What follows belongs to an exercise in optimizing a design on an open flow for small area, a short achievable clock period and few clock cycles per item; a production flow would make more cautious choices.
No functional check of the RTL was part of this run.

File: design/flow/config.mk
export PLATFORM = sky130hd
export DESIGN_NAME = yuvToRgb
export DESIGN_NICKNAME = yuvToRgb
export VERILOG_FILES = /design/flow/design.v
export SDC_FILE = /design/flow/constraint.sdc
export NUM_CORES = 4
export LEC_CHECK = 0
export CAP_MARGIN = 20
export CORE_MARGIN = 2
export CORE_UTILIZATION = 40
export SETUP_SLACK_MARGIN = 5
export SLEW_MARGIN = 20
export SYNTH_HIERARCHICAL = 1
export SYNTH_MINIMUM_KEEP_SIZE = 0
File: design/flow/constraint.sdc
create_clock -name core_clock -period 12.0 [get_ports {Clock}]
set_input_delay 2.4000 -clock core_clock [delete_from_list [all_inputs] [get_ports {Clock}]]
set_output_delay 2.4000 -clock core_clock [all_outputs]
set_load 0.01 [all_outputs]
File: design/flow/design.v
package sramMapPkg;
	typedef logic [17:0] sramAddr_t;
	typedef struct packed {
		logic [7:0] hi;
		logic [7:0] lo;
	} sramBytes_t;
	typedef union packed {
		logic [15:0] raw;
		sramBytes_t bytes;
	} sramWord_u;
	typedef enum logic [1:0] {
		PlaneY,
		PlaneU,
		PlaneV
	} plane_e;
	typedef struct packed {
		plane_e plane;
		sramAddr_t address;
	} readReq_t;
	typedef struct packed {
		plane_e plane;
		sramWord_u word;
	} readRet_t;
endpackage
package colorPkg;
	typedef logic [7:0] sample_t;
	typedef logic signed [31:0] fixed_t;
	typedef struct packed {
		fixed_t uEven;
		fixed_t uOdd;
		fixed_t vEven;
		fixed_t vOdd;
	} chromaPair_t;
	typedef struct packed {
		sample_t y0;
		sample_t y1;
		chromaPair_t chroma;
	} yuvPair_t;
	typedef struct packed {
		sample_t r;
		sample_t g;
		sample_t b;
	} rgbPixel_t;
	typedef struct packed {
		rgbPixel_t p0;
		rgbPixel_t p1;
	} rgbPair_t;
	localparam fixed_t Tap5 = 32'sd21;
	localparam fixed_t Tap3 = -32'sd52;
	localparam fixed_t Tap1 = 32'sd159;
	localparam fixed_t CoefY = 32'sd76284;
	localparam fixed_t CoefRv = 32'sd104595;
	localparam fixed_t CoefGu = -32'sd25624;
	localparam fixed_t CoefGv = -32'sd53281;
	localparam fixed_t CoefBu = 32'sd132251;
	localparam fixed_t LumaOffset = 32'sd16;
	localparam fixed_t ChromaOffset = 32'sd128;
	localparam fixed_t FilterRound = 32'sd128;
	localparam int FilterShift = 8;
endpackage
`timescale 1ns/1ns
module yuvToRgb (
	input logic Clock,
	input logic resetn,
	input logic start,
	input logic [15:0] readData,
	output logic done,
	output logic [17:0] sramAddress,
	output logic [15:0] sramWriteData,
	output logic sramWeN
);
	logic busy;
	logic [7:0] pq;
	logic [2:0] ph;
	logic [8:0] wa;
	logic shen, shV, shHi;
	logic rdU, rdV, rdY, rkU, rkV, rkY;
	logic [7:0] win [12];
	logic [15:0] pendU, pendV, yw;
	logic [9:0] f, uc;
	logic [26:0] ps;
	logic [15:0] gb;
	logic [7:0] b0;
	logic [7:0] nq;
	logic [2:0] nph;
	logic nLast;
	logic dWr, dRdU, dRdV, dRdY, dSh, dShV, dShHi;
	logic [6:0] dK;
	logic [7:0] dY;
	assign nq = (ph == 3'd4) ? pq + 8'd1 : pq;
	assign nph = (ph == 3'd4) ? 3'd0 : ph + 3'd1;
	always_comb begin
		dWr = 1'b0; dRdU = 1'b0; dRdV = 1'b0; dRdY = 1'b0;
		dSh = 1'b0; dShV = 1'b0; dShHi = 1'b0;
		dK = 7'(({1'b0, nq} + 9'd1) >> 1);
		dY = nq - 8'd3;
		if (nq < 8'd3 || (nq == 8'd3 && nph <= 3'd2)) begin
			case ({nq[1:0], nph})
				{2'd0, 3'd4}: begin dRdU = 1'b1; dK = 7'd0; end
				{2'd1, 3'd0}: begin dRdV = 1'b1; dK = 7'd0; end
				{2'd1, 3'd1}: begin dSh = 1'b1; dShHi = 1'b1; end
				{2'd1, 3'd2}: begin dSh = 1'b1; dShHi = 1'b1; dShV = 1'b1; end
				{2'd1, 3'd3}: begin dSh = 1'b1; dShHi = 1'b1; end
				{2'd1, 3'd4}: begin dSh = 1'b1; dShHi = 1'b1; dShV = 1'b1; end
				{2'd2, 3'd0}: begin dSh = 1'b1; dShHi = 1'b1; end
				{2'd2, 3'd1}: begin dSh = 1'b1; dShHi = 1'b1; dShV = 1'b1; end
				{2'd2, 3'd2}: begin dSh = 1'b1; dRdU = 1'b1; dK = 7'd1; end
				{2'd2, 3'd3}: begin dSh = 1'b1; dShV = 1'b1; dRdV = 1'b1; dK = 7'd1; end
				{2'd2, 3'd4}: begin dSh = 1'b1; dShHi = 1'b1; end
				{2'd3, 3'd0}: begin dSh = 1'b1; dShHi = 1'b1; dShV = 1'b1; end
				{2'd3, 3'd1}: begin dSh = 1'b1; dRdU = 1'b1; dK = 7'd2; end
				{2'd3, 3'd2}: begin dSh = 1'b1; dShV = 1'b1; dRdY = 1'b1; dY = 8'd0; end
				default: ;
			endcase
		end else begin
			case (nph)
				3'd0: begin
					dRdU = nq[0] && (nq >= 8'd4) && (nq <= 8'd158);
					dRdV = !nq[0] && (nq >= 8'd4) && (nq <= 8'd158);
				end
				3'd1: dRdY = (nq >= 8'd4) && (nq <= 8'd162);
				3'd2: begin
					dWr = (nq >= 8'd4);
					dSh = 1'b1; dShV = 1'b1;
					dShHi = !nq[0] && (nq <= 8'd159);
				end
				3'd3: begin
					dWr = (nq >= 8'd4);
					dSh = 1'b1;
					dShHi = nq[0] && (nq <= 8'd158);
				end
				default: dWr = (nq >= 8'd4);
			endcase
		end
		nLast = (nq == 8'd163) && (nph == 3'd4);
	end
	logic go, lastNow;
	assign go = start && !busy;
	assign lastNow = (pq == 8'd163) && (ph == 3'd4);
	always_ff @(posedge Clock or negedge resetn) begin
		if (!resetn) begin
			busy <= 1'b0;
			done <= 1'b0;
			sramWeN <= 1'b1;
		end else begin
			if (go) begin
				busy <= 1'b1;
				done <= 1'b0;
			end else if (busy && lastNow) begin
				busy <= 1'b0;
				done <= 1'b1;
			end
			sramWeN <= !(busy && !lastNow && !go && dWr);
		end
	end
	always_ff @(posedge Clock) begin
		if (go) begin
			pq <= 8'd0;
			ph <= 3'd4;
			wa <= 9'd0;
			sramAddress <= 18'd38400;
			rdU <= 1'b1; rdV <= 1'b0; rdY <= 1'b0;
			shen <= 1'b0; shV <= 1'b0; shHi <= 1'b0;
		end else begin
			pq <= nq;
			ph <= nph;
			if (dWr)
				wa <= wa + 9'd1;
			if (dWr)
				sramAddress <= {9'd287, wa};
			else if (dRdY)
				sramAddress <= {10'd0, dY};
			else if (dRdU)
				sramAddress <= {11'd300, dK};
			else
				sramAddress <= {11'd450, dK};
			rdU <= busy && dRdU;
			rdV <= busy && dRdV;
			rdY <= busy && dRdY;
			shen <= busy && dSh;
			shV <= dShV;
			shHi <= dShHi;
		end
		rkU <= rdU;
		rkV <= rdV;
		rkY <= rdY;
	end
	logic [7:0] shIn;
	logic [8:0] psa, psb, psc;
	always_comb begin
		case ({shV, shHi})
			2'b00: shIn = pendU[7:0];
			2'b01: shIn = pendU[15:8];
			2'b10: shIn = pendV[7:0];
			default: shIn = pendV[15:8];
		endcase
	end
	always_ff @(posedge Clock) begin
		if (rkU)
			pendU <= readData;
		if (rkV)
			pendV <= readData;
		if (rkY)
			yw <= readData;
		if (shen) begin
			for (int i = 0; i < 11; i++)
				win[i] <= win[i + 1];
			win[11] <= shIn;
		end
		ps <= {{1'b0, win[4]} + {1'b0, win[6]}, {1'b0, win[2]} + {1'b0, win[8]},
			{1'b0, win[0]} + {1'b0, win[10]}};
	end
	assign psa = ps[8:0];
	assign psb = ps[17:9];
	assign psc = ps[26:18];
	logic [7:0] py;
	logic [9:0] pu, pv;
	assign pu = uc;
wire cr_1;
wire cr_2;
wire cr_3;
wire cr_4;
wire cr_5;
wire cr_6;
wire cr_7;
wire cr_8;
wire cr_9;
wire cr_10;
wire cr_11;
wire cr_12;
wire cr_13;
wire cr_14;
wire cr_15;
wire cr_16;
wire cr_17;
wire cr_18;
wire cr_19;
wire cr_20;
wire cr_21;
wire cr_22;
wire cr_23;
wire cr_24;
wire cr_25;
wire cr_26;
wire cr_27;
wire cr_28;
wire cr_29;
wire cr_30;
wire cr_31;
wire cr_32;
wire cr_33;
wire cr_34;
wire cr_35;
wire cr_36;
wire cr_37;
wire cr_38;
wire cr_39;
wire cr_40;
wire cr_41;
wire cr_42;
wire cr_43;
wire cr_44;
wire cr_45;
wire cr_46;
wire cr_47;
wire cr_48;
wire cr_49;
wire cr_50;
wire cr_51;
wire cr_52;
wire cr_53;
wire cr_54;
wire cr_55;
wire cr_56;
wire cr_57;
wire cr_58;
wire cr_59;
wire cr_60;
wire cr_61;
wire cr_62;
wire cr_63;
wire cr_64;
wire cr_65;
wire cr_66;
wire cr_67;
wire cr_68;
wire cr_69;
wire cr_70;
wire cr_71;
wire cr_72;
wire cr_73;
wire cr_74;
wire cr_75;
wire cr_76;
wire cr_77;
wire cr_78;
wire cr_79;
wire cr_80;
wire cr_81;
wire cr_82;
wire cr_83;
wire cr_84;
wire cr_85;
wire cr_86;
wire cr_87;
wire cr_88;
wire cr_89;
wire cr_90;
wire cr_91;
wire cr_92;
wire cr_93;
wire cr_94;
wire cr_95;
wire cr_96;
wire cr_97;
wire cr_98;
wire cr_99;
wire cr_100;
wire cr_101;
wire cr_102;
wire cr_103;
wire cr_104;
wire cr_105;
wire cr_106;
wire cr_107;
wire cr_108;
wire cr_109;
wire cr_110;
wire cr_111;
wire cr_112;
wire cr_113;
wire cr_114;
wire cr_115;
wire cr_116;
wire cr_117;
wire cr_118;
wire cr_119;
wire cr_120;
wire cr_121;
wire cr_122;
wire cr_123;
wire cr_124;
wire cr_125;
wire cr_126;
wire cr_127;
wire cr_128;
wire cr_129;
wire cr_130;
wire cr_131;
wire cr_132;
wire cr_133;
wire cr_134;
wire cr_135;
wire cr_136;
wire cr_137;
wire cr_138;
wire cr_139;
wire cr_140;
wire cr_141;
wire cr_142;
wire cr_143;
wire cr_144;
wire cr_145;
wire cr_146;
wire cr_147;
wire cr_148;
wire cr_149;
wire cr_150;
wire cr_151;
wire cr_152;
wire cr_153;
wire cr_154;
wire cr_155;
wire cr_156;
wire cr_157;
wire cr_158;
wire cr_159;
wire cr_160;
wire cr_161;
wire cr_162;
wire cr_163;
wire cr_164;
wire cr_165;
wire cr_166;
wire cr_167;
wire cr_168;
wire cr_169;
wire cr_170;
wire cr_171;
wire cr_172;
wire cr_173;
wire cr_174;
wire cr_175;
wire cr_176;
wire cr_177;
wire cr_178;
wire cr_179;
wire cr_180;
wire cr_181;
wire cr_182;
wire cr_183;
wire cr_184;
wire cr_185;
wire cr_186;
wire cr_187;
wire cr_188;
wire cr_189;
wire cr_190;
assign cr_1 = ~~pv[0];
assign cr_2 = ~pv[0];
assign cr_3 = ~pv[4];
assign cr_4 = ~pv[5];
assign cr_5 = ~py[3];
assign cr_6 = ~py[4];
assign cr_7 = ~py[5];
assign cr_8 = ~py[7];
assign cr_9 = ~py[6];
assign cr_10 = ~py[7];
assign cr_11 = ~pv[7];
assign cr_12 = ~pv[8];
FA cr_13_i (py[2], py[0], pv[9], cr_13, cr_14);
FA cr_15_i (py[3], py[1], pv[7], cr_15, cr_16);
FA cr_17_i (py[6], py[4], py[2], cr_17, cr_18);
HA cr_19_i (pv[8], pv[2], cr_19, cr_20);
FA cr_21_i (py[7], py[5], py[3], cr_21, cr_22);
FA cr_23_i (py[0], pv[9], pv[3], cr_23, cr_24);
FA cr_25_i (py[6], py[4], py[1], cr_25, cr_26);
HA cr_27_i (pv[4], pv[0], cr_27, cr_28);
FA cr_29_i (py[7], py[5], py[2], cr_29, cr_30);
HA cr_31_i (pv[5], pv[1], cr_31, cr_32);
FA cr_33_i (py[6], py[3], pv[6], cr_33, cr_34);
HA cr_35_i (py[4], pv[7], cr_35, cr_36);
FA cr_37_i (pv[3], pv[0], pv[4], cr_37, cr_38);
FA cr_39_i (pv[6], pv[4], pv[1], cr_39, cr_40);
HA cr_41_i (pv[5], ~py[6], cr_41, cr_42);
FA cr_43_i (py[0], pv[7], pv[5], cr_43, cr_44);
FA cr_45_i (pv[2], ~py[7], ~pv[9], cr_45, cr_46);
FA cr_47_i (py[1], pv[8], pv[6], cr_47, cr_48);
FA cr_49_i (py[2], py[0], pv[9], cr_49, cr_50);
HA cr_51_i (pv[7], pv[4], cr_51, cr_52);
FA cr_53_i (py[1], pv[8], pv[5], cr_53, cr_54);
HA cr_55_i (~pv[1], cr_5, cr_55, cr_56);
FA cr_57_i (pv[6], pv[0], py[3], cr_57, cr_58);
FA cr_59_i (~pv[2], cr_6, cr_13, cr_59, cr_60);
FA cr_61_i (pv[1], py[4], ~pv[3], cr_61, cr_62);
FA cr_63_i (cr_7, cr_14, cr_15, cr_63, cr_64);
FA cr_65_i (py[5], ~pv[4], ~pv[0], cr_65, cr_66);
FA cr_67_i (cr_19, cr_16, cr_17, cr_67, cr_68);
FA cr_69_i (~pv[5], ~pv[1], cr_20, cr_69, cr_70);
FA cr_71_i (cr_18, cr_21, cr_23, cr_71, cr_72);
FA cr_73_i (~pv[6], ~pv[2], cr_27, cr_73, cr_74);
FA cr_75_i (cr_22, cr_24, cr_25, cr_75, cr_76);
FA cr_77_i (~pv[7], ~pv[3], cr_28, cr_77, cr_78);
FA cr_79_i (cr_31, cr_26, cr_29, cr_79, cr_80);
FA cr_81_i (pv[2], ~pv[8], ~pv[4], cr_81, cr_82);
FA cr_83_i (cr_32, cr_30, cr_33, cr_83, cr_84);
FA cr_85_i (pv[3], ~pv[9], ~pv[5], cr_85, cr_86);
FA cr_87_i (cr_8, cr_35, cr_34, cr_87, cr_88);
FA cr_89_i (py[5], pv[8], pv[4], cr_89, cr_90);
FA cr_91_i (py[7], ~pv[6], cr_36, cr_91, cr_92);
FA cr_93_i (pv[9], pv[5], ~pv[7], cr_93, cr_94);
HA cr_95_i (pv[6], py[6], cr_95, cr_96);
HA cr_97_i (pv[1], pv[0], cr_97, cr_98);
FA cr_99_i (pv[2], pv[0], ~py[2], cr_99, cr_100);
FA cr_101_i (pv[3], pv[1], ~py[3], cr_101, cr_102);
FA cr_103_i (pv[2], ~py[4], ~pv[6], cr_103, cr_104);
FA cr_105_i (~py[5], ~pv[7], cr_4, cr_105, cr_106);
FA cr_107_i (~pv[8], cr_41, cr_38, cr_107, cr_108);
FA cr_109_i (cr_42, cr_40, cr_43, cr_109, cr_110);
FA cr_111_i (pv[3], cr_44, cr_47, cr_111, cr_112);
FA cr_113_i (~pv[0], cr_51, cr_48, cr_113, cr_114);
FA cr_115_i (cr_52, cr_55, cr_50, cr_115, cr_116);
FA cr_117_i (cr_56, cr_54, cr_57, cr_117, cr_118);
FA cr_119_i (cr_58, cr_61, cr_60, cr_119, cr_120);
FA cr_121_i (cr_62, cr_65, cr_64, cr_121, cr_122);
FA cr_123_i (cr_66, cr_69, cr_68, cr_123, cr_124);
FA cr_125_i (cr_70, cr_73, cr_72, cr_125, cr_126);
FA cr_127_i (cr_74, cr_77, cr_76, cr_127, cr_128);
FA cr_129_i (cr_81, cr_78, cr_80, cr_129, cr_130);
FA cr_131_i (cr_82, cr_85, cr_84, cr_131, cr_132);
FA cr_133_i (cr_89, cr_86, cr_91, cr_133, cr_134);
FA cr_135_i (cr_9, cr_90, cr_93, cr_135, cr_136);
FA cr_137_i (~pv[8], cr_10, cr_95, cr_137, cr_138);
FA cr_139_i (py[7], ~pv[9], cr_11, cr_139, cr_140);
HA cr_141_i (~py[0], ~pv[2], cr_141, cr_142);
FA cr_143_i (~py[1], ~pv[3], cr_97, cr_143, cr_144);
FA cr_145_i (~pv[4], cr_98, cr_99, cr_145, cr_146);
FA cr_147_i (~pv[5], cr_100, cr_101, cr_147, cr_148);
FA cr_149_i (cr_3, cr_102, cr_103, cr_149, cr_150);
FA cr_151_i (cr_37, cr_104, cr_105, cr_151, cr_152);
FA cr_153_i (cr_39, cr_106, cr_107, cr_153, cr_154);
FA cr_155_i (cr_45, cr_108, cr_109, cr_155, cr_156);
FA cr_157_i (cr_46, cr_110, cr_111, cr_157, cr_158);
FA cr_159_i (cr_49, cr_112, cr_113, cr_159, cr_160);
FA cr_161_i (cr_53, cr_114, cr_115, cr_161, cr_162);
FA cr_163_i (cr_116, cr_59, cr_117, cr_163, cr_164);
FA cr_165_i (cr_118, cr_63, cr_119, cr_165, cr_166);
FA cr_167_i (cr_67, cr_120, cr_121, cr_167, cr_168);
FA cr_169_i (cr_71, cr_122, cr_123, cr_169, cr_170);
FA cr_171_i (cr_75, cr_124, cr_125, cr_171, cr_172);
FA cr_173_i (cr_79, cr_126, cr_127, cr_173, cr_174);
FA cr_175_i (cr_83, cr_128, cr_129, cr_175, cr_176);
FA cr_177_i (cr_87, cr_130, cr_131, cr_177, cr_178);
FA cr_179_i (cr_88, cr_133, cr_132, cr_179, cr_180);
FA cr_181_i (cr_92, cr_135, cr_134, cr_181, cr_182);
FA cr_183_i (cr_94, cr_137, cr_136, cr_183, cr_184);
FA cr_185_i (cr_96, cr_139, cr_138, cr_185, cr_186);
FA cr_187_i (pv[7], cr_12, cr_140, cr_187, cr_188);
HA cr_189_i (pv[9], pv[8], cr_189, cr_190);
wire [16:0] cr_lo = {1'b0, {cr_166, cr_164, cr_162, cr_160, cr_158, cr_156, cr_154, cr_152, cr_150, cr_148, cr_146, cr_144, cr_142, cr_2, ~pv[1], cr_1}} + {1'b0, {cr_167, cr_165, cr_163, cr_161, cr_159, cr_157, cr_155, cr_153, cr_151, cr_149, cr_147, cr_145, cr_143, cr_141, ~pv[0], 1'b0}};
logic [22:0] cr_r;
wire [22:0] cr_d = {cr_lo[16], cr_188, cr_186, cr_184, cr_182, cr_180, cr_179, cr_177, cr_175, cr_173, cr_171, cr_169, cr_189, cr_187, cr_185, cr_183, cr_181, cr_178, cr_176, cr_174, cr_172, cr_170, cr_168};
wire [10:0] cr_x = {cr_r[10], cr_r[9], cr_r[8], cr_r[7], cr_r[6], cr_r[5], cr_r[4], cr_r[3], cr_r[2], cr_r[1], cr_r[0]} + {cr_r[21], cr_r[20], cr_r[19], cr_r[18], cr_r[17], cr_r[16], cr_r[15], cr_r[14], cr_r[13], cr_r[12], cr_r[11]} + {10'd0, cr_r[22]};
wire cg_1;
wire cg_2;
wire cg_3;
wire cg_4;
wire cg_5;
wire cg_6;
wire cg_7;
wire cg_8;
wire cg_9;
wire cg_10;
wire cg_11;
wire cg_12;
wire cg_13;
wire cg_14;
wire cg_15;
wire cg_16;
wire cg_17;
wire cg_18;
wire cg_19;
wire cg_20;
wire cg_21;
wire cg_22;
wire cg_23;
wire cg_24;
wire cg_25;
wire cg_26;
wire cg_27;
wire cg_28;
wire cg_29;
wire cg_30;
wire cg_31;
wire cg_32;
wire cg_33;
wire cg_34;
wire cg_35;
wire cg_36;
wire cg_37;
wire cg_38;
wire cg_39;
wire cg_40;
wire cg_41;
wire cg_42;
wire cg_43;
wire cg_44;
wire cg_45;
wire cg_46;
wire cg_47;
wire cg_48;
wire cg_49;
wire cg_50;
wire cg_51;
wire cg_52;
wire cg_53;
wire cg_54;
wire cg_55;
wire cg_56;
wire cg_57;
wire cg_58;
wire cg_59;
wire cg_60;
wire cg_61;
wire cg_62;
wire cg_63;
wire cg_64;
wire cg_65;
wire cg_66;
wire cg_67;
wire cg_68;
wire cg_69;
wire cg_70;
wire cg_71;
wire cg_72;
wire cg_73;
wire cg_74;
wire cg_75;
wire cg_76;
wire cg_77;
wire cg_78;
wire cg_79;
wire cg_80;
wire cg_81;
wire cg_82;
wire cg_83;
wire cg_84;
wire cg_85;
wire cg_86;
wire cg_87;
wire cg_88;
wire cg_89;
wire cg_90;
wire cg_91;
wire cg_92;
wire cg_93;
wire cg_94;
wire cg_95;
wire cg_96;
wire cg_97;
wire cg_98;
wire cg_99;
wire cg_100;
wire cg_101;
wire cg_102;
wire cg_103;
wire cg_104;
wire cg_105;
wire cg_106;
wire cg_107;
wire cg_108;
wire cg_109;
wire cg_110;
wire cg_111;
wire cg_112;
wire cg_113;
wire cg_114;
wire cg_115;
wire cg_116;
wire cg_117;
wire cg_118;
wire cg_119;
wire cg_120;
wire cg_121;
wire cg_122;
wire cg_123;
wire cg_124;
wire cg_125;
wire cg_126;
wire cg_127;
wire cg_128;
wire cg_129;
wire cg_130;
wire cg_131;
wire cg_132;
wire cg_133;
wire cg_134;
wire cg_135;
wire cg_136;
wire cg_137;
wire cg_138;
wire cg_139;
wire cg_140;
wire cg_141;
wire cg_142;
wire cg_143;
wire cg_144;
wire cg_145;
wire cg_146;
wire cg_147;
wire cg_148;
wire cg_149;
wire cg_150;
wire cg_151;
wire cg_152;
wire cg_153;
wire cg_154;
wire cg_155;
wire cg_156;
wire cg_157;
wire cg_158;
wire cg_159;
wire cg_160;
wire cg_161;
wire cg_162;
wire cg_163;
wire cg_164;
wire cg_165;
wire cg_166;
wire cg_167;
wire cg_168;
wire cg_169;
wire cg_170;
wire cg_171;
wire cg_172;
wire cg_173;
wire cg_174;
wire cg_175;
wire cg_176;
wire cg_177;
wire cg_178;
wire cg_179;
wire cg_180;
wire cg_181;
wire cg_182;
wire cg_183;
wire cg_184;
wire cg_185;
wire cg_186;
wire cg_187;
wire cg_188;
wire cg_189;
wire cg_190;
wire cg_191;
wire cg_192;
wire cg_193;
wire cg_194;
wire cg_195;
wire cg_196;
wire cg_197;
wire cg_198;
wire cg_199;
wire cg_200;
wire cg_201;
wire cg_202;
wire cg_203;
wire cg_204;
wire cg_205;
wire cg_206;
wire cg_207;
wire cg_208;
wire cg_209;
wire cg_210;
wire cg_211;
wire cg_212;
wire cg_213;
wire cg_214;
wire cg_215;
wire cg_216;
wire cg_217;
wire cg_218;
wire cg_219;
wire cg_220;
wire cg_221;
wire cg_222;
wire cg_223;
wire cg_224;
wire cg_225;
wire cg_226;
wire cg_227;
wire cg_228;
wire cg_229;
wire cg_230;
wire cg_231;
wire cg_232;
wire cg_233;
wire cg_234;
wire cg_235;
wire cg_236;
wire cg_237;
wire cg_238;
wire cg_239;
wire cg_240;
wire cg_241;
wire cg_242;
assign cg_1 = ~~pv[0];
assign cg_2 = ~~py[0];
assign cg_3 = ~pu[5];
assign cg_4 = ~py[0];
assign cg_5 = ~py[2];
assign cg_6 = ~py[3];
assign cg_7 = ~py[4];
assign cg_8 = ~py[5];
assign cg_9 = ~py[5];
assign cg_10 = ~py[7];
assign cg_11 = ~~pv[9];
assign cg_12 = ~~pv[9];
HA cg_13_i (py[3], py[1], cg_13, cg_14);
HA cg_15_i (py[6], py[4], cg_15, cg_16);
FA cg_17_i (py[7], py[5], py[3], cg_17, cg_18);
HA cg_19_i (py[6], py[4], cg_19, cg_20);
HA cg_21_i (py[7], py[5], cg_21, cg_22);
HA cg_23_i (pu[6], pu[5], cg_23, cg_24);
HA cg_25_i (py[1], pu[7], cg_25, cg_26);
HA cg_27_i (py[0], pu[8], cg_27, cg_28);
FA cg_29_i (py[1], pu[9], py[2], cg_29, cg_30);
HA cg_31_i (~pu[7], ~pu[2], cg_31, cg_32);
FA cg_33_i (py[2], py[0], pu[0], cg_33, cg_34);
FA cg_35_i (py[3], ~pu[8], ~pu[3], cg_35, cg_36);
HA cg_37_i (~pv[8], ~pv[1], cg_37, cg_38);
FA cg_39_i (pu[1], pv[0], py[4], cg_39, cg_40);
FA cg_41_i (~pu[9], ~pu[4], ~pv[9], cg_41, cg_42);
FA cg_43_i (~pv[2], cg_8, cg_13, cg_43, cg_44);
FA cg_45_i (py[2], pu[2], pv[1], cg_45, cg_46);
FA cg_47_i (py[5], ~pu[5], ~pu[0], cg_47, cg_48);
FA cg_49_i (~pv[3], cg_14, cg_15, cg_49, cg_50);
FA cg_51_i (py[0], pu[3], pv[2], cg_51, cg_52);
FA cg_53_i (~pu[6], ~pu[1], ~pv[4], cg_53, cg_54);
FA cg_55_i (~pv[0], cg_16, cg_17, cg_55, cg_56);
FA cg_57_i (py[1], pu[4], pv[3], cg_57, cg_58);
FA cg_59_i (~pu[7], ~pu[2], ~pv[5], cg_59, cg_60);
FA cg_61_i (~pv[1], cg_19, cg_18, cg_61, cg_62);
FA cg_63_i (py[2], pu[5], pv[4], cg_63, cg_64);
FA cg_65_i (~pu[8], ~pu[3], ~pv[6], cg_65, cg_66);
FA cg_67_i (~pv[2], cg_20, cg_21, cg_67, cg_68);
FA cg_69_i (py[6], py[3], pu[6], cg_69, cg_70);
FA cg_71_i (pv[5], ~pu[9], ~pu[4], cg_71, cg_72);
FA cg_73_i (~pv[7], ~pv[3], cg_22, cg_73, cg_74);
FA cg_75_i (py[7], py[4], pu[7], cg_75, cg_76);
FA cg_77_i (pv[6], ~pu[5], ~pv[8], cg_77, cg_78);
FA cg_79_i (pu[8], pv[7], ~pu[6], cg_79, cg_80);
HA cg_81_i (py[6], pu[9], cg_81, cg_82);
HA cg_83_i (pu[2], ~py[3], cg_83, cg_84);
FA cg_85_i (pu[3], ~py[4], ~pu[1], cg_85, cg_86);
FA cg_87_i (pu[4], ~py[5], ~pu[2], cg_87, cg_88);
FA cg_89_i (~py[6], ~pu[3], ~pv[8], cg_89, cg_90);
FA cg_91_i (~py[7], ~pu[4], ~pv[9], cg_91, cg_92);
HA cg_93_i (~pv[4], cg_4, cg_93, cg_94);
FA cg_95_i (py[0], ~pu[5], ~pu[0], cg_95, cg_96);
FA cg_97_i (~pv[5], cg_24, cg_25, cg_97, cg_98);
FA cg_99_i (~pu[6], ~pu[1], ~pv[6], cg_99, cg_100);
FA cg_101_i (cg_5, cg_26, cg_27, cg_101, cg_102);
FA cg_103_i (~pv[7], ~pv[0], cg_6, cg_103, cg_104);
FA cg_105_i (cg_28, cg_31, cg_29, cg_105, cg_106);
FA cg_107_i (cg_7, cg_32, cg_37, cg_107, cg_108);
FA cg_109_i (cg_30, cg_33, cg_35, cg_109, cg_110);
FA cg_111_i (cg_38, cg_34, cg_39, cg_111, cg_112);
FA cg_113_i (cg_36, cg_41, cg_43, cg_113, cg_114);
FA cg_115_i (cg_40, cg_45, cg_42, cg_115, cg_116);
FA cg_117_i (cg_47, cg_44, cg_49, cg_117, cg_118);
FA cg_119_i (cg_46, cg_51, cg_48, cg_119, cg_120);
FA cg_121_i (cg_53, cg_50, cg_55, cg_121, cg_122);
FA cg_123_i (cg_52, cg_57, cg_54, cg_123, cg_124);
FA cg_125_i (cg_59, cg_56, cg_61, cg_125, cg_126);
FA cg_127_i (cg_58, cg_63, cg_60, cg_127, cg_128);
FA cg_129_i (cg_65, cg_67, cg_62, cg_129, cg_130);
FA cg_131_i (cg_64, cg_69, cg_66, cg_131, cg_132);
FA cg_133_i (cg_71, cg_68, cg_73, cg_133, cg_134);
FA cg_135_i (~pv[4], cg_70, cg_75, cg_135, cg_136);
FA cg_137_i (cg_72, cg_77, cg_74, cg_137, cg_138);
FA cg_139_i (~pv[9], ~pv[5], cg_9, cg_139, cg_140);
FA cg_141_i (cg_76, cg_78, cg_79, cg_141, cg_142);
FA cg_143_i (pv[8], py[5], ~pu[7], cg_143, cg_144);
FA cg_145_i (~pv[6], cg_81, cg_80, cg_145, cg_146);
FA cg_147_i (pv[9], ~pu[8], ~pv[7], cg_147, cg_148);
HA cg_149_i (cg_10, cg_82, cg_149, cg_150);
HA cg_151_i (py[7], ~pu[9], cg_151, cg_152);
HA cg_153_i (pu[0], ~py[1], cg_153, cg_154);
HA cg_155_i (pu[1], ~py[2], cg_155, cg_156);
FA cg_157_i (~pu[0], ~pv[5], ~pv[0], cg_157, cg_158);
FA cg_159_i (~pv[6], ~pv[1], cg_84, cg_159, cg_160);
FA cg_161_i (~pv[7], ~pv[2], cg_86, cg_161, cg_162);
FA cg_163_i (~pv[3], cg_3, cg_88, cg_163, cg_164);
FA cg_165_i (cg_23, cg_93, cg_90, cg_165, cg_166);
FA cg_167_i (cg_94, cg_92, cg_95, cg_167, cg_168);
FA cg_169_i (cg_96, cg_99, cg_98, cg_169, cg_170);
FA cg_171_i (cg_100, cg_103, cg_102, cg_171, cg_172);
FA cg_173_i (cg_104, cg_107, cg_106, cg_173, cg_174);
FA cg_175_i (cg_108, cg_111, cg_110, cg_175, cg_176);
FA cg_177_i (cg_112, cg_115, cg_114, cg_177, cg_178);
FA cg_179_i (cg_116, cg_119, cg_118, cg_179, cg_180);
FA cg_181_i (cg_120, cg_123, cg_122, cg_181, cg_182);
FA cg_183_i (cg_124, cg_127, cg_126, cg_183, cg_184);
FA cg_185_i (cg_128, cg_131, cg_133, cg_185, cg_186);
FA cg_187_i (cg_135, cg_132, cg_134, cg_187, cg_188);
FA cg_189_i (cg_139, cg_136, cg_141, cg_189, cg_190);
FA cg_191_i (cg_140, cg_143, cg_142, cg_191, cg_192);
FA cg_193_i (cg_149, cg_144, cg_147, cg_193, cg_194);
FA cg_195_i (~pv[8], cg_151, cg_150, cg_195, cg_196);
HA cg_197_i (~pv[3], ~py[0], cg_197, cg_198);
FA cg_199_i (~pv[4], cg_154, cg_155, cg_199, cg_200);
FA cg_201_i (cg_156, cg_83, cg_157, cg_201, cg_202);
FA cg_203_i (cg_158, cg_85, cg_159, cg_203, cg_204);
FA cg_205_i (cg_87, cg_160, cg_161, cg_205, cg_206);
FA cg_207_i (cg_89, cg_162, cg_163, cg_207, cg_208);
FA cg_209_i (cg_91, cg_164, cg_165, cg_209, cg_210);
FA cg_211_i (cg_97, cg_166, cg_167, cg_211, cg_212);
FA cg_213_i (cg_101, cg_168, cg_169, cg_213, cg_214);
FA cg_215_i (cg_105, cg_170, cg_171, cg_215, cg_216);
FA cg_217_i (cg_109, cg_172, cg_173, cg_217, cg_218);
FA cg_219_i (cg_113, cg_174, cg_175, cg_219, cg_220);
FA cg_221_i (cg_117, cg_176, cg_177, cg_221, cg_222);
FA cg_223_i (cg_121, cg_178, cg_179, cg_223, cg_224);
FA cg_225_i (cg_125, cg_180, cg_181, cg_225, cg_226);
FA cg_227_i (cg_129, cg_182, cg_183, cg_227, cg_228);
FA cg_229_i (cg_130, cg_185, cg_184, cg_229, cg_230);
FA cg_231_i (cg_137, cg_186, cg_187, cg_231, cg_232);
FA cg_233_i (cg_138, cg_189, cg_188, cg_233, cg_234);
FA cg_235_i (cg_145, cg_190, cg_191, cg_235, cg_236);
FA cg_237_i (cg_146, cg_193, cg_192, cg_237, cg_238);
FA cg_239_i (cg_148, cg_195, cg_194, cg_239, cg_240);
FA cg_241_i (cg_11, cg_152, cg_196, cg_241, cg_242);
wire [16:0] cg_lo = {1'b0, {cg_220, cg_218, cg_216, cg_214, cg_212, cg_210, cg_208, cg_206, cg_204, cg_202, cg_200, cg_198, cg_153, ~pv[2], ~pv[1], cg_1}} + {1'b0, {cg_221, cg_219, cg_217, cg_215, cg_213, cg_211, cg_209, cg_207, cg_205, cg_203, cg_201, cg_199, cg_197, cg_2, ~pv[0], 1'b0}};
logic [22:0] cg_r;
wire [22:0] cg_d = {cg_lo[16], cg_242, cg_240, cg_238, cg_237, cg_234, cg_233, cg_230, cg_228, cg_227, cg_225, cg_223, cg_12, cg_241, cg_239, cg_236, cg_235, cg_232, cg_231, cg_229, cg_226, cg_224, cg_222};
wire [10:0] cg_x = {cg_r[10], cg_r[9], cg_r[8], cg_r[7], cg_r[6], cg_r[5], cg_r[4], cg_r[3], cg_r[2], cg_r[1], cg_r[0]} + {cg_r[21], cg_r[20], cg_r[19], cg_r[18], cg_r[17], cg_r[16], cg_r[15], cg_r[14], cg_r[13], cg_r[12], cg_r[11]} + {10'd0, cg_r[22]};
wire cb_1;
wire cb_2;
wire cb_3;
wire cb_4;
wire cb_5;
wire cb_6;
wire cb_7;
wire cb_8;
wire cb_9;
wire cb_10;
wire cb_11;
wire cb_12;
wire cb_13;
wire cb_14;
wire cb_15;
wire cb_16;
wire cb_17;
wire cb_18;
wire cb_19;
wire cb_20;
wire cb_21;
wire cb_22;
wire cb_23;
wire cb_24;
wire cb_25;
wire cb_26;
wire cb_27;
wire cb_28;
wire cb_29;
wire cb_30;
wire cb_31;
wire cb_32;
wire cb_33;
wire cb_34;
wire cb_35;
wire cb_36;
wire cb_37;
wire cb_38;
wire cb_39;
wire cb_40;
wire cb_41;
wire cb_42;
wire cb_43;
wire cb_44;
wire cb_45;
wire cb_46;
wire cb_47;
wire cb_48;
wire cb_49;
wire cb_50;
wire cb_51;
wire cb_52;
wire cb_53;
wire cb_54;
wire cb_55;
wire cb_56;
wire cb_57;
wire cb_58;
wire cb_59;
wire cb_60;
wire cb_61;
wire cb_62;
wire cb_63;
wire cb_64;
wire cb_65;
wire cb_66;
wire cb_67;
wire cb_68;
wire cb_69;
wire cb_70;
wire cb_71;
wire cb_72;
wire cb_73;
wire cb_74;
wire cb_75;
wire cb_76;
wire cb_77;
wire cb_78;
wire cb_79;
wire cb_80;
wire cb_81;
wire cb_82;
wire cb_83;
wire cb_84;
wire cb_85;
wire cb_86;
wire cb_87;
wire cb_88;
wire cb_89;
wire cb_90;
wire cb_91;
wire cb_92;
wire cb_93;
wire cb_94;
wire cb_95;
wire cb_96;
wire cb_97;
wire cb_98;
wire cb_99;
wire cb_100;
wire cb_101;
wire cb_102;
wire cb_103;
wire cb_104;
wire cb_105;
wire cb_106;
wire cb_107;
wire cb_108;
wire cb_109;
wire cb_110;
wire cb_111;
wire cb_112;
wire cb_113;
wire cb_114;
wire cb_115;
wire cb_116;
wire cb_117;
wire cb_118;
wire cb_119;
wire cb_120;
wire cb_121;
wire cb_122;
wire cb_123;
wire cb_124;
wire cb_125;
wire cb_126;
wire cb_127;
wire cb_128;
wire cb_129;
wire cb_130;
wire cb_131;
wire cb_132;
wire cb_133;
wire cb_134;
wire cb_135;
wire cb_136;
wire cb_137;
wire cb_138;
wire cb_139;
wire cb_140;
wire cb_141;
wire cb_142;
wire cb_143;
wire cb_144;
wire cb_145;
wire cb_146;
assign cb_1 = ~~pu[0];
assign cb_2 = ~~py[1];
assign cb_3 = ~pu[1];
assign cb_4 = ~pu[2];
assign cb_5 = ~py[1];
assign cb_6 = ~py[5];
assign cb_7 = ~py[6];
assign cb_8 = ~py[7];
assign cb_9 = ~py[5];
assign cb_10 = ~py[6];
assign cb_11 = ~py[7];
assign cb_12 = ~pu[9];
HA cb_13_i (py[2], py[0], cb_13, cb_14);
HA cb_15_i (py[5], py[3], cb_15, cb_16);
HA cb_17_i (py[6], py[4], cb_17, cb_18);
FA cb_19_i (pu[0], pu[1], ~py[5], cb_19, cb_20);
FA cb_21_i (pu[3], pu[1], pu[2], cb_21, cb_22);
HA cb_23_i (~py[6], ~pu[8], cb_23, cb_24);
FA cb_25_i (py[0], pu[4], pu[2], cb_25, cb_26);
FA cb_27_i (~py[7], ~pu[9], ~pu[7], cb_27, cb_28);
FA cb_29_i (pu[5], pu[3], pu[0], cb_29, cb_30);
HA cb_31_i (~pu[8], cb_5, cb_31, cb_32);
FA cb_33_i (pu[6], pu[4], pu[1], cb_33, cb_34);
FA cb_35_i (py[1], ~pu[9], cb_13, cb_35, cb_36);
FA cb_37_i (py[3], py[1], pu[7], cb_37, cb_38);
FA cb_39_i (pu[5], pu[2], cb_14, cb_39, cb_40);
FA cb_41_i (py[4], py[2], py[0], cb_41, cb_42);
FA cb_43_i (pu[8], pu[6], pu[3], cb_43, cb_44);
FA cb_45_i (py[3], py[1], pu[9], cb_45, cb_46);
FA cb_47_i (pu[7], pu[4], cb_6, cb_47, cb_48);
FA cb_49_i (py[4], py[2], pu[8], cb_49, cb_50);
FA cb_51_i (pu[5], py[5], cb_7, cb_51, cb_52);
FA cb_53_i (py[0], pu[9], pu[6], cb_53, cb_54);
FA cb_55_i (py[6], cb_8, cb_15, cb_55, cb_56);
FA cb_57_i (py[1], pu[7], pu[0], cb_57, cb_58);
FA cb_59_i (py[7], cb_16, cb_17, cb_59, cb_60);
FA cb_61_i (py[7], py[5], py[2], cb_61, cb_62);
FA cb_63_i (pu[8], pu[1], cb_18, cb_63, cb_64);
FA cb_65_i (py[6], py[3], pu[9], cb_65, cb_66);
HA cb_67_i (~py[2], ~pu[4], cb_67, cb_68);
FA cb_69_i (pu[0], ~py[3], ~pu[5], cb_69, cb_70);
FA cb_71_i (~py[4], ~pu[6], ~pu[4], cb_71, cb_72);
FA cb_73_i (~pu[7], ~pu[5], cb_4, cb_73, cb_74);
FA cb_75_i (~pu[6], cb_23, cb_21, cb_75, cb_76);
FA cb_77_i (cb_24, cb_22, cb_25, cb_77, cb_78);
FA cb_79_i (cb_31, cb_26, cb_29, cb_79, cb_80);
FA cb_81_i (cb_32, cb_30, cb_33, cb_81, cb_82);
FA cb_83_i (cb_34, cb_37, cb_36, cb_83, cb_84);
FA cb_85_i (cb_38, cb_41, cb_43, cb_85, cb_86);
FA cb_87_i (cb_42, cb_44, cb_45, cb_87, cb_88);
FA cb_89_i (cb_46, cb_49, cb_48, cb_89, cb_90);
FA cb_91_i (cb_50, cb_53, cb_52, cb_91, cb_92);
FA cb_93_i (cb_54, cb_57, cb_56, cb_93, cb_94);
FA cb_95_i (cb_58, cb_61, cb_60, cb_95, cb_96);
FA cb_97_i (pu[2], cb_62, cb_65, cb_97, cb_98);
FA cb_99_i (py[7], py[4], pu[3], cb_99, cb_100);
HA cb_101_i (~py[0], ~pu[2], cb_101, cb_102);
FA cb_103_i (~pu[3], ~pu[1], cb_2, cb_103, cb_104);
FA cb_105_i (~pu[2], ~py[1], cb_67, cb_105, cb_106);
FA cb_107_i (~pu[3], cb_68, cb_69, cb_107, cb_108);
FA cb_109_i (cb_3, cb_70, cb_71, cb_109, cb_110);
FA cb_111_i (cb_72, cb_19, cb_73, cb_111, cb_112);
FA cb_113_i (cb_20, cb_74, cb_75, cb_113, cb_114);
FA cb_115_i (cb_27, cb_76, cb_77, cb_115, cb_116);
FA cb_117_i (cb_28, cb_78, cb_79, cb_117, cb_118);
FA cb_119_i (cb_35, cb_80, cb_81, cb_119, cb_120);
FA cb_121_i (cb_39, cb_82, cb_83, cb_121, cb_122);
FA cb_123_i (cb_40, cb_85, cb_84, cb_123, cb_124);
FA cb_125_i (cb_47, cb_86, cb_87, cb_125, cb_126);
FA cb_127_i (cb_51, cb_88, cb_89, cb_127, cb_128);
FA cb_129_i (cb_55, cb_90, cb_91, cb_129, cb_130);
FA cb_131_i (cb_59, cb_92, cb_93, cb_131, cb_132);
FA cb_133_i (cb_63, cb_94, cb_95, cb_133, cb_134);
FA cb_135_i (cb_64, cb_97, cb_96, cb_135, cb_136);
FA cb_137_i (cb_66, cb_99, cb_98, cb_137, cb_138);
FA cb_139_i (pu[4], cb_9, cb_100, cb_139, cb_140);
FA cb_141_i (pu[5], py[5], cb_10, cb_141, cb_142);
FA cb_143_i (pu[6], py[6], cb_11, cb_143, cb_144);
HA cb_145_i (pu[7], py[7], cb_145, cb_146);
wire [16:0] cb_lo = {1'b0, {cb_126, cb_125, cb_122, cb_120, cb_118, cb_116, cb_114, cb_112, cb_110, cb_108, cb_106, cb_104, cb_102, ~pu[0], ~pu[1], cb_1}} + {1'b0, {cb_127, cb_124, cb_123, cb_121, cb_119, cb_117, cb_115, cb_113, cb_111, cb_109, cb_107, cb_105, cb_103, cb_101, ~pu[0], 1'b0}};
logic [21:0] cb_r;
wire [21:0] cb_d = {cb_lo[16], cb_146, cb_144, cb_143, cb_140, cb_138, cb_136, cb_135, cb_133, cb_131, cb_129, cb_12, pu[8], cb_145, cb_142, cb_141, cb_139, cb_137, cb_134, cb_132, cb_130, cb_128};
wire [10:0] cb_x = {cb_r[10], cb_r[9], cb_r[8], cb_r[7], cb_r[6], cb_r[5], cb_r[4], cb_r[3], cb_r[2], cb_r[1], cb_r[0]} + {1'b0, cb_r[20], cb_r[19], cb_r[18], cb_r[17], cb_r[16], cb_r[15], cb_r[14], cb_r[13], cb_r[12], cb_r[11]} + {10'd0, cb_r[21]};
wire fl_1;
wire fl_2;
wire fl_3;
wire fl_4;
wire fl_5;
wire fl_6;
wire fl_7;
wire fl_8;
wire fl_9;
wire fl_10;
wire fl_11;
wire fl_12;
wire fl_13;
wire fl_14;
wire fl_15;
wire fl_16;
wire fl_17;
wire fl_18;
wire fl_19;
wire fl_20;
wire fl_21;
wire fl_22;
wire fl_23;
wire fl_24;
wire fl_25;
wire fl_26;
wire fl_27;
wire fl_28;
wire fl_29;
wire fl_30;
wire fl_31;
wire fl_32;
wire fl_33;
wire fl_34;
wire fl_35;
wire fl_36;
wire fl_37;
wire fl_38;
wire fl_39;
wire fl_40;
wire fl_41;
wire fl_42;
wire fl_43;
wire fl_44;
wire fl_45;
wire fl_46;
wire fl_47;
wire fl_48;
wire fl_49;
wire fl_50;
wire fl_51;
wire fl_52;
wire fl_53;
wire fl_54;
wire fl_55;
wire fl_56;
wire fl_57;
wire fl_58;
wire fl_59;
wire fl_60;
wire fl_61;
wire fl_62;
wire fl_63;
wire fl_64;
wire fl_65;
wire fl_66;
wire fl_67;
wire fl_68;
wire fl_69;
wire fl_70;
wire fl_71;
wire fl_72;
wire fl_73;
wire fl_74;
wire fl_75;
wire fl_76;
wire fl_77;
wire fl_78;
wire fl_79;
wire fl_80;
wire fl_81;
wire fl_82;
wire fl_83;
wire fl_84;
wire fl_85;
wire fl_86;
wire fl_87;
wire fl_88;
wire fl_89;
wire fl_90;
wire fl_91;
wire fl_92;
wire fl_93;
wire fl_94;
wire fl_95;
wire fl_96;
wire fl_97;
wire fl_98;
wire fl_99;
wire fl_100;
wire fl_101;
wire fl_102;
wire fl_103;
wire fl_104;
wire fl_105;
wire fl_106;
wire fl_107;
wire fl_108;
wire fl_109;
wire fl_110;
wire fl_111;
wire fl_112;
wire fl_113;
wire fl_114;
wire fl_115;
wire fl_116;
wire fl_117;
wire fl_118;
wire fl_119;
wire fl_120;
wire fl_121;
wire fl_122;
wire fl_123;
wire fl_124;
wire fl_125;
wire fl_126;
wire fl_127;
wire fl_128;
wire fl_129;
wire fl_130;
wire fl_131;
wire fl_132;
wire fl_133;
wire fl_134;
wire fl_135;
wire fl_136;
wire fl_137;
wire fl_138;
wire fl_139;
wire fl_140;
wire fl_141;
wire fl_142;
wire fl_143;
wire fl_144;
wire fl_145;
wire fl_146;
wire fl_147;
wire fl_148;
wire fl_149;
wire fl_150;
wire fl_151;
wire fl_152;
wire fl_153;
assign fl_1 = ~psa[0];
assign fl_2 = ~psa[2];
assign fl_3 = ~psa[6];
assign fl_4 = ~psa[7];
assign fl_5 = ~psa[7];
assign fl_6 = ~psa[8];
assign fl_7 = ~psa[8];
assign fl_8 = ~psc[8];
assign fl_9 = ~psc[7];
HA fl_10_i (psa[5], psa[3], fl_10, fl_11);
FA fl_12_i (psa[8], psa[6], psa[4], fl_12, fl_13);
HA fl_14_i (psa[5], psa[3], fl_14, fl_15);
FA fl_16_i (psa[4], psa[2], psb[2], fl_16, fl_17);
HA fl_18_i (psc[1], ~psb[4], fl_18, fl_19);
FA fl_20_i (psb[3], psc[2], psc[0], fl_20, fl_21);
FA fl_22_i (psa[6], ~psb[5], ~psb[1], fl_22, fl_23);
HA fl_24_i (~psc[7], fl_4, fl_24, fl_25);
FA fl_26_i (psb[4], psc[3], psc[1], fl_26, fl_27);
FA fl_28_i (psa[7], ~psb[6], ~psb[2], fl_28, fl_29);
FA fl_30_i (~psc[8], fl_11, fl_12, fl_30, fl_31);
FA fl_32_i (psa[5], psb[5], psc[4], fl_32, fl_33);
FA fl_34_i (psc[2], ~psb[7], ~psb[3], fl_34, fl_35);
HA fl_36_i (fl_5, fl_13, fl_36, fl_37);
FA fl_38_i (psa[6], psb[6], psc[5], fl_38, fl_39);
FA fl_40_i (psc[3], psa[7], ~psb[8], fl_40, fl_41);
HA fl_42_i (~psb[4], fl_6, fl_42, fl_43);
FA fl_44_i (psa[7], psb[7], psc[6], fl_44, fl_45);
HA fl_46_i (psc[4], psa[8], fl_46, fl_47);
HA fl_48_i (psb[8], psc[7], fl_48, fl_49);
HA fl_50_i (psa[3], psa[1], fl_50, fl_51);
FA fl_52_i (psa[4], psa[2], psa[0], fl_52, fl_53);
HA fl_54_i (psb[0], ~psb[2], fl_54, fl_55);
FA fl_56_i (psa[1], psb[1], psc[0], fl_56, fl_57);
FA fl_58_i (~psb[3], ~psc[5], fl_14, fl_58, fl_59);
FA fl_60_i (~psb[0], ~psc[6], fl_3, fl_60, fl_61);
FA fl_62_i (fl_15, fl_18, fl_16, fl_62, fl_63);
FA fl_64_i (fl_10, fl_19, fl_24, fl_64, fl_65);
FA fl_66_i (fl_17, fl_20, fl_22, fl_66, fl_67);
FA fl_68_i (fl_25, fl_21, fl_26, fl_68, fl_69);
FA fl_70_i (fl_23, fl_28, fl_30, fl_70, fl_71);
FA fl_72_i (fl_27, fl_32, fl_29, fl_72, fl_73);
FA fl_74_i (fl_34, fl_36, fl_31, fl_74, fl_75);
FA fl_76_i (fl_42, fl_33, fl_38, fl_76, fl_77);
FA fl_78_i (fl_35, fl_40, fl_37, fl_78, fl_79);
FA fl_80_i (~psb[5], fl_46, fl_43, fl_80, fl_81);
FA fl_82_i (fl_39, fl_44, fl_41, fl_82, fl_83);
FA fl_84_i (psc[5], ~psb[6], fl_7, fl_84, fl_85);
FA fl_86_i (fl_47, fl_48, fl_45, fl_86, fl_87);
FA fl_88_i (psc[6], psa[8], ~psb[7], fl_88, fl_89);
HA fl_90_i (fl_8, fl_49, fl_90, fl_91);
HA fl_92_i (psc[8], ~psb[8], fl_92, fl_93);
HA fl_94_i (psa[0], ~psb[0], fl_94, fl_95);
FA fl_96_i (psa[2], ~psb[1], ~psc[3], fl_96, fl_97);
FA fl_98_i (~psc[4], fl_51, fl_54, fl_98, fl_99);
FA fl_100_i (fl_55, fl_53, fl_56, fl_100, fl_101);
FA fl_102_i (fl_57, fl_60, fl_59, fl_102, fl_103);
FA fl_104_i (fl_61, fl_64, fl_63, fl_104, fl_105);
FA fl_106_i (fl_65, fl_68, fl_67, fl_106, fl_107);
FA fl_108_i (fl_69, fl_72, fl_71, fl_108, fl_109);
FA fl_110_i (fl_76, fl_73, fl_78, fl_110, fl_111);
FA fl_112_i (fl_80, fl_77, fl_82, fl_112, fl_113);
FA fl_114_i (fl_84, fl_81, fl_86, fl_114, fl_115);
FA fl_116_i (fl_90, fl_85, fl_88, fl_116, fl_117);
FA fl_118_i (fl_9, fl_92, fl_91, fl_118, fl_119);
HA fl_120_i (psc[8], psc[7], fl_120, fl_121);
HA fl_122_i (psa[1], psa[0], fl_122, fl_123);
FA fl_124_i (~psc[2], fl_2, fl_94, fl_124, fl_125);
FA fl_126_i (fl_50, fl_95, fl_96, fl_126, fl_127);
FA fl_128_i (fl_52, fl_97, fl_98, fl_128, fl_129);
FA fl_130_i (fl_58, fl_99, fl_100, fl_130, fl_131);
FA fl_132_i (fl_101, fl_62, fl_102, fl_132, fl_133);
FA fl_134_i (fl_66, fl_103, fl_104, fl_134, fl_135);
FA fl_136_i (fl_105, fl_70, fl_106, fl_136, fl_137);
FA fl_138_i (fl_74, fl_107, fl_108, fl_138, fl_139);
FA fl_140_i (fl_75, fl_110, fl_109, fl_140, fl_141);
FA fl_142_i (fl_79, fl_112, fl_111, fl_142, fl_143);
FA fl_144_i (fl_83, fl_114, fl_113, fl_144, fl_145);
FA fl_146_i (fl_87, fl_116, fl_115, fl_146, fl_147);
FA fl_148_i (fl_89, fl_118, fl_117, fl_148, fl_149);
FA fl_150_i (fl_120, fl_93, fl_119, fl_150, fl_151);
HA fl_152_i (1'b1, fl_121, fl_152, fl_153);
wire [17:0] fl_s = {fl_153, fl_152, fl_150, fl_148, fl_146, fl_144, fl_142, fl_139, fl_137, fl_135, fl_133, fl_131, fl_129, fl_127, fl_125, fl_123, ~psc[1], ~psc[0]} + {1'b0, fl_151, fl_149, fl_147, fl_145, fl_143, fl_141, fl_140, fl_138, fl_136, fl_134, fl_132, fl_130, fl_128, fl_126, fl_124, fl_122, fl_1};
wire [9:0] fl_q = fl_s[17:8];
	function automatic logic [7:0] clip(input logic [10:0] x);
		if (x[10:9] == 2'b00)
			clip = 8'd0;
		else if (x[10] || (x[9] && x[8]))
			clip = 8'd255;
		else
			clip = x[7:0];
	endfunction
	logic [7:0] cR, cG, cB;
	assign cR = clip(cr_x);
	assign cG = clip(cg_x);
	assign cB = clip(cb_x);
	always_ff @(posedge Clock) begin
		f <= fl_q;
		uc <= (ph == 3'd4) ? {2'b10, win[3]} : f;
		pv <= (ph == 3'd4) ? {2'b10, win[4]} : fl_q;
		py <= (ph == 3'd4) ? yw[15:8] : yw[7:0];
		cr_r <= cr_d;
		cg_r <= cg_d;
		cb_r <= cb_d;
		b0 <= cB;
		gb <= {cG, cB};
		case (ph)
			3'd1: sramWriteData <= {cR, cG};
			3'd2: sramWriteData <= {b0, cR};
			default: sramWriteData <= gb;
		endcase
	end
endmodule
module FA(input a, input b, input c, output s, output co);
	assign s = a ^ b ^ c;
	assign co = (a & b) | (a & c) | (b & c);
endmodule
module HA(input a, input b, output s, output co);
	assign s = a ^ b;
	assign co = a & b;
endmodule
File: design/flow/run.sh
#!/bin/bash
# synth_recipe.tcl (not shown) runs the flow's synth.tcl, then flattens the netlist and writes it again
# the make line also repeats each setting of config.mk as NAME=value (left out here)
make -C /OpenROAD-flow-scripts/flow DESIGN_CONFIG=/design/flow/config.mk WORK_HOME=/design/flow/orfs CLKGATE_MAP_FILE= SYNTH_SCRIPT=/design/flow/synth_recipe.tcl finish
==> results.txt <==
## routing by layer
layer  up-vias  GRT usage, %
met3        69          3.00
met5         -             0
li1       5930             -
met1      6474          23.3
met4         0          4.95
met2       274          28.9
## Yosys stat by module, one instance, submodules excluded
module	cell area [sq um]	times used	cells	flip-flops and latches
FA	20.0	291	1	0
HA	12.5	52	1	0
yuvToRgb	15200	1	1322	355
## final timing paths
kind                         from  endpoint  slack [ns]  depth (start not counted)
max                         ps[6]     pv[7]        7.48                         14
min                           rdU       rkU        0.33                          0
max reg2reg                 ps[6]     pv[7]        7.48                         14
min reg2reg                   rdU       rkU        0.33                          0
max in group asynchronous  resetn   sramWeN        9.77                          1
min in group asynchronous  resetn      done        2.00                          1
## logic make-up after synthesis
family,count (synthesis),share of synthesized area (%)
compound gates,250,8.03
flops,355,39.4
xor+xnor,77,3.19
buf+inv,140,2.64
simple gates,356,8.04
fa+ha+maj,469,37.4
other cells,2,0.0346
mux,16,1.22
## per-stage QoR
step | utilization [%] | cells | worst slack (ns)
2_1_floorplan | - | 1665 | 7.80
3_3_place_gp | 42.9 | 2388 | 7.54
3_5_place_dp | 42.9 | 2388 | 7.49
4_1_cts | 45.5 | 2464 | 7.46
5_1_grt | 45.5 | 2464 | 7.12
6_report | 45.5 | 2464 | 7.48
## layout make-up
class / count / area (sq um) / share of cell area, %
Inverter: 101 / 379 / 1.55
Tap cell: 696 / 871 / 3.57
Clock buffer: 56 / 1150 / 4.72
Timing Repair Buffer: 66 / 628 / 2.57
Sequential cell: 355 / 8570 / 35.1
Clock inverter: 20 / 245 / 1.00
Multi-Input combinational cell: 1170 / 12600 / 51.5
## critical path: cells and delay by family, from the launching register on
family                   cells  cell delay [ns]
flip-flops                   1             0.47
adder cells (fa/ha/maj)      6             2.62
AND/OR/NAND/NOR              2             0.46
XOR/XNOR                     1             0.09
AO/OA/AOI/OAI                4             0.52
multiplexers                 1             0.26
## state kept, by name (all words and copies together), names as in the netlist, 9 cells and up
signal / cells
pendV: 16
wa: 9
cg_r: 23
win: 96
gb: 9
f: 10
pv: 10
sramWriteData: 16
cb_r: 22
uc: 10
yw: 16
ps: 27
cr_r: 23
sramAddress: 14
pendU: 16
## cells in the final DEF, fill, tap and decap left out, types with 5 or more instances in the layout
| cell | instances |
|---|---|
| a211oi_1 | 8 |
| a21boi_0 | 6 |
| a21o_1 | 22 |
| a21oi_1 | 58 |
| a22oi_1 | 9 |
| and2_1 | 8 |
| and3_1 | 11 |
| buf_4 | 13 |
| clkbuf_1 | 9 |
| clkbuf_16 | 42 |
| clkbuf_8 | 5 |
| clkdlybuf4s50_1 | 53 |
| clkinv_2 | 6 |
| dfxtp_1 | 207 |
| edfxtp_1 | 144 |
| fa_1 | 300 |
| ha_1 | 169 |
| inv_1 | 100 |
| mux4_2 | 8 |
| nand2_1 | 120 |
| nand2b_1 | 15 |
| nand3_1 | 18 |
| nand4_1 | 10 |
| nor2_1 | 87 |
| nor2b_1 | 17 |
| nor3_1 | 28 |
| nor4_1 | 8 |
| o2111ai_1 | 7 |
| o21a_1 | 15 |
| o21ai_0 | 45 |
| o21ai_1 | 5 |
| o21bai_1 | 12 |
| o221ai_1 | 8 |
| o221ai_2 | 5 |
| or2_2 | 7 |
| xnor2_1 | 50 |
| xor2_1 | 26 |
==> results.json <==
{
  "final.min_clock_period_ns": 4.52,
  "fmax_ghz": 0.221,
  "post_drt_wl_per_cell_um": 18.8,
  "period_share_pct": 37.6,
  "drt_iter0_drc": 809,
  "synthCells": 1665,
  "max_stage_delay_ns": 0.52,
  "area_delta_synth_final_pct": 12.5,
  "worst_pin_slew_ns": 1.04,
  "fin_skew_ns": 0.0153,
  "placed_area_sq_mm": 0.0230,
  "avgSynthCellArea_sq_um": 13.0,
  "design_area_sq_mm": 0.0244,
  "hp-class": "reg2reg",
  "outcome": "complete, no violations",
  "cts_num_sinks": 355,
  "pin_count": 55,
  "clock_path_buffers": 3,
  "cts_buffers": 41,
  "yosys.area.top_type": "fa_1",
  "fin_setup_tns_ns": 0,
  "wl_met2_mm": 22.5,
  "start_util_pct": 40.4,
  "routed_via_density": 5.17,
  "rows": 85,
  "slew-limit-headroom_pct": 30.5,
  "post-cts-setup-buffer-count": 0,
  "finalSetupViolations": 0,
  "die_w_um": 237,
  "crit_fanout": 4,
  "syn_nets": 2153,
  "yosys_register_bits": 355,
  "wl_met1_mm": 20.6,
  "gp_congestion": 0.878,
  "finalHoldViolCount": 0,
  "drv_slew": 0,
  "grt_max_degree": 83,
  "crit_path_end_kind": "flip-flop",
  "startpoint_type": "flip-flop",
  "antenna_found_initial": 1,
  "hold_buffers": 0,
  "hpwl_mm": 35.4,
  "ant_nets": 0,
  "worstSetupPathType": "reg2reg",
  "synth.area.top_cells": "fa_1, edfxtp_1, dfxtp_1, ha_1, nand2_1",
  "overflow": 0,
  "synth-main-ff-cell": "dfxtp_1",
  "n_antenna_cell": 0,
  "cap_violations": 0,
  "cp.arrival_ns": 4.98,
  "path_clk_slew_ns": 0.06,
  "crit_top_cell": "fa_1",
  "wl_mm": 46.4,
  "crit_required_ns": 12.46,
  "final_nets": 2223,
  "clk_latency_ns": 0.58,
  "vias": 12747,
  "synthArstFlopShare_pct": 0.845,
  "routed.top_layer": "met4",
  "synth_common_cells": "fa_1, dfxtp_1, ha_1",
  "grt_use_total_pct": 17.3,
  "cts-resized-gates": 0,
  "root_buffer": "clkbuf_16",
  "synth_top_area_share_pct": 27.7,
  "synth_most_common_cell": "fa_1",
  "die_height_um": 237,
  "slowest_stage": "fa_1",
  "yosysWarnings": 8,
  "first_pass_iters": 5,
  "synth-edff-count": 144,
  "drive_gt1_share_pct": 6.90,
  "cts_tree": "yes",
  "hold_ws_ns": 0.333,
  "rsz0062_at_grt": "false",
  "die_area_sq_mm": 0.0562,
  "netlist_area_sq_mm": 0.0217,
  "fillers": 4789,
  "grt_pass1_wl_mm": 75.4,
  "htree_levels": 2,
  "portBuffers": 53,
  "synth_cell_types": 82,
  "drc": 0,
  "met3_length_mm": 2.17,
  "path_cells": "fa_1 > fa_1 > fa_1 > fa_1 > fa_1 > ha_1 > nand2_1 > a21oi_1 > o21ai_0 > a21oi_1 > or3_1 > a21oi_1 > xnor2_1 > mux2_2",
  "grt_pass1_vias": 13808,
  "synth-seq-area-share_pct": 39.4,
  "core_area_sq_mm": 0.0537
}

## separate check: timing with driven ports
The results above use ideal ports. As a check the final layout listed here was re-extracted and re-timed, cells and wires unchanged.
Step 1: set_driving_cell puts a clkbuf_16 on Clock and a buf_2 on each other input, an assumption about the parent block.
Step 2, shift: input delay + t, output delay - t, t = (earliest + latest rising clock arrival at the registers) / 2. This alone moves slack from input paths to output paths.
Three values: ideal, step 1, step 2; two values: the first two.
t (ns): 0.627
slack for setup (ns): 7.482 / 7.482 / 7.482
latest minus earliest clock arrival (ns): 0.016 / 0.016
After both steps setup and hold are still met in this run. For this run, drivers alone change the setup slack by 0.000 ns; drivers and shift together by 0.000 ns.
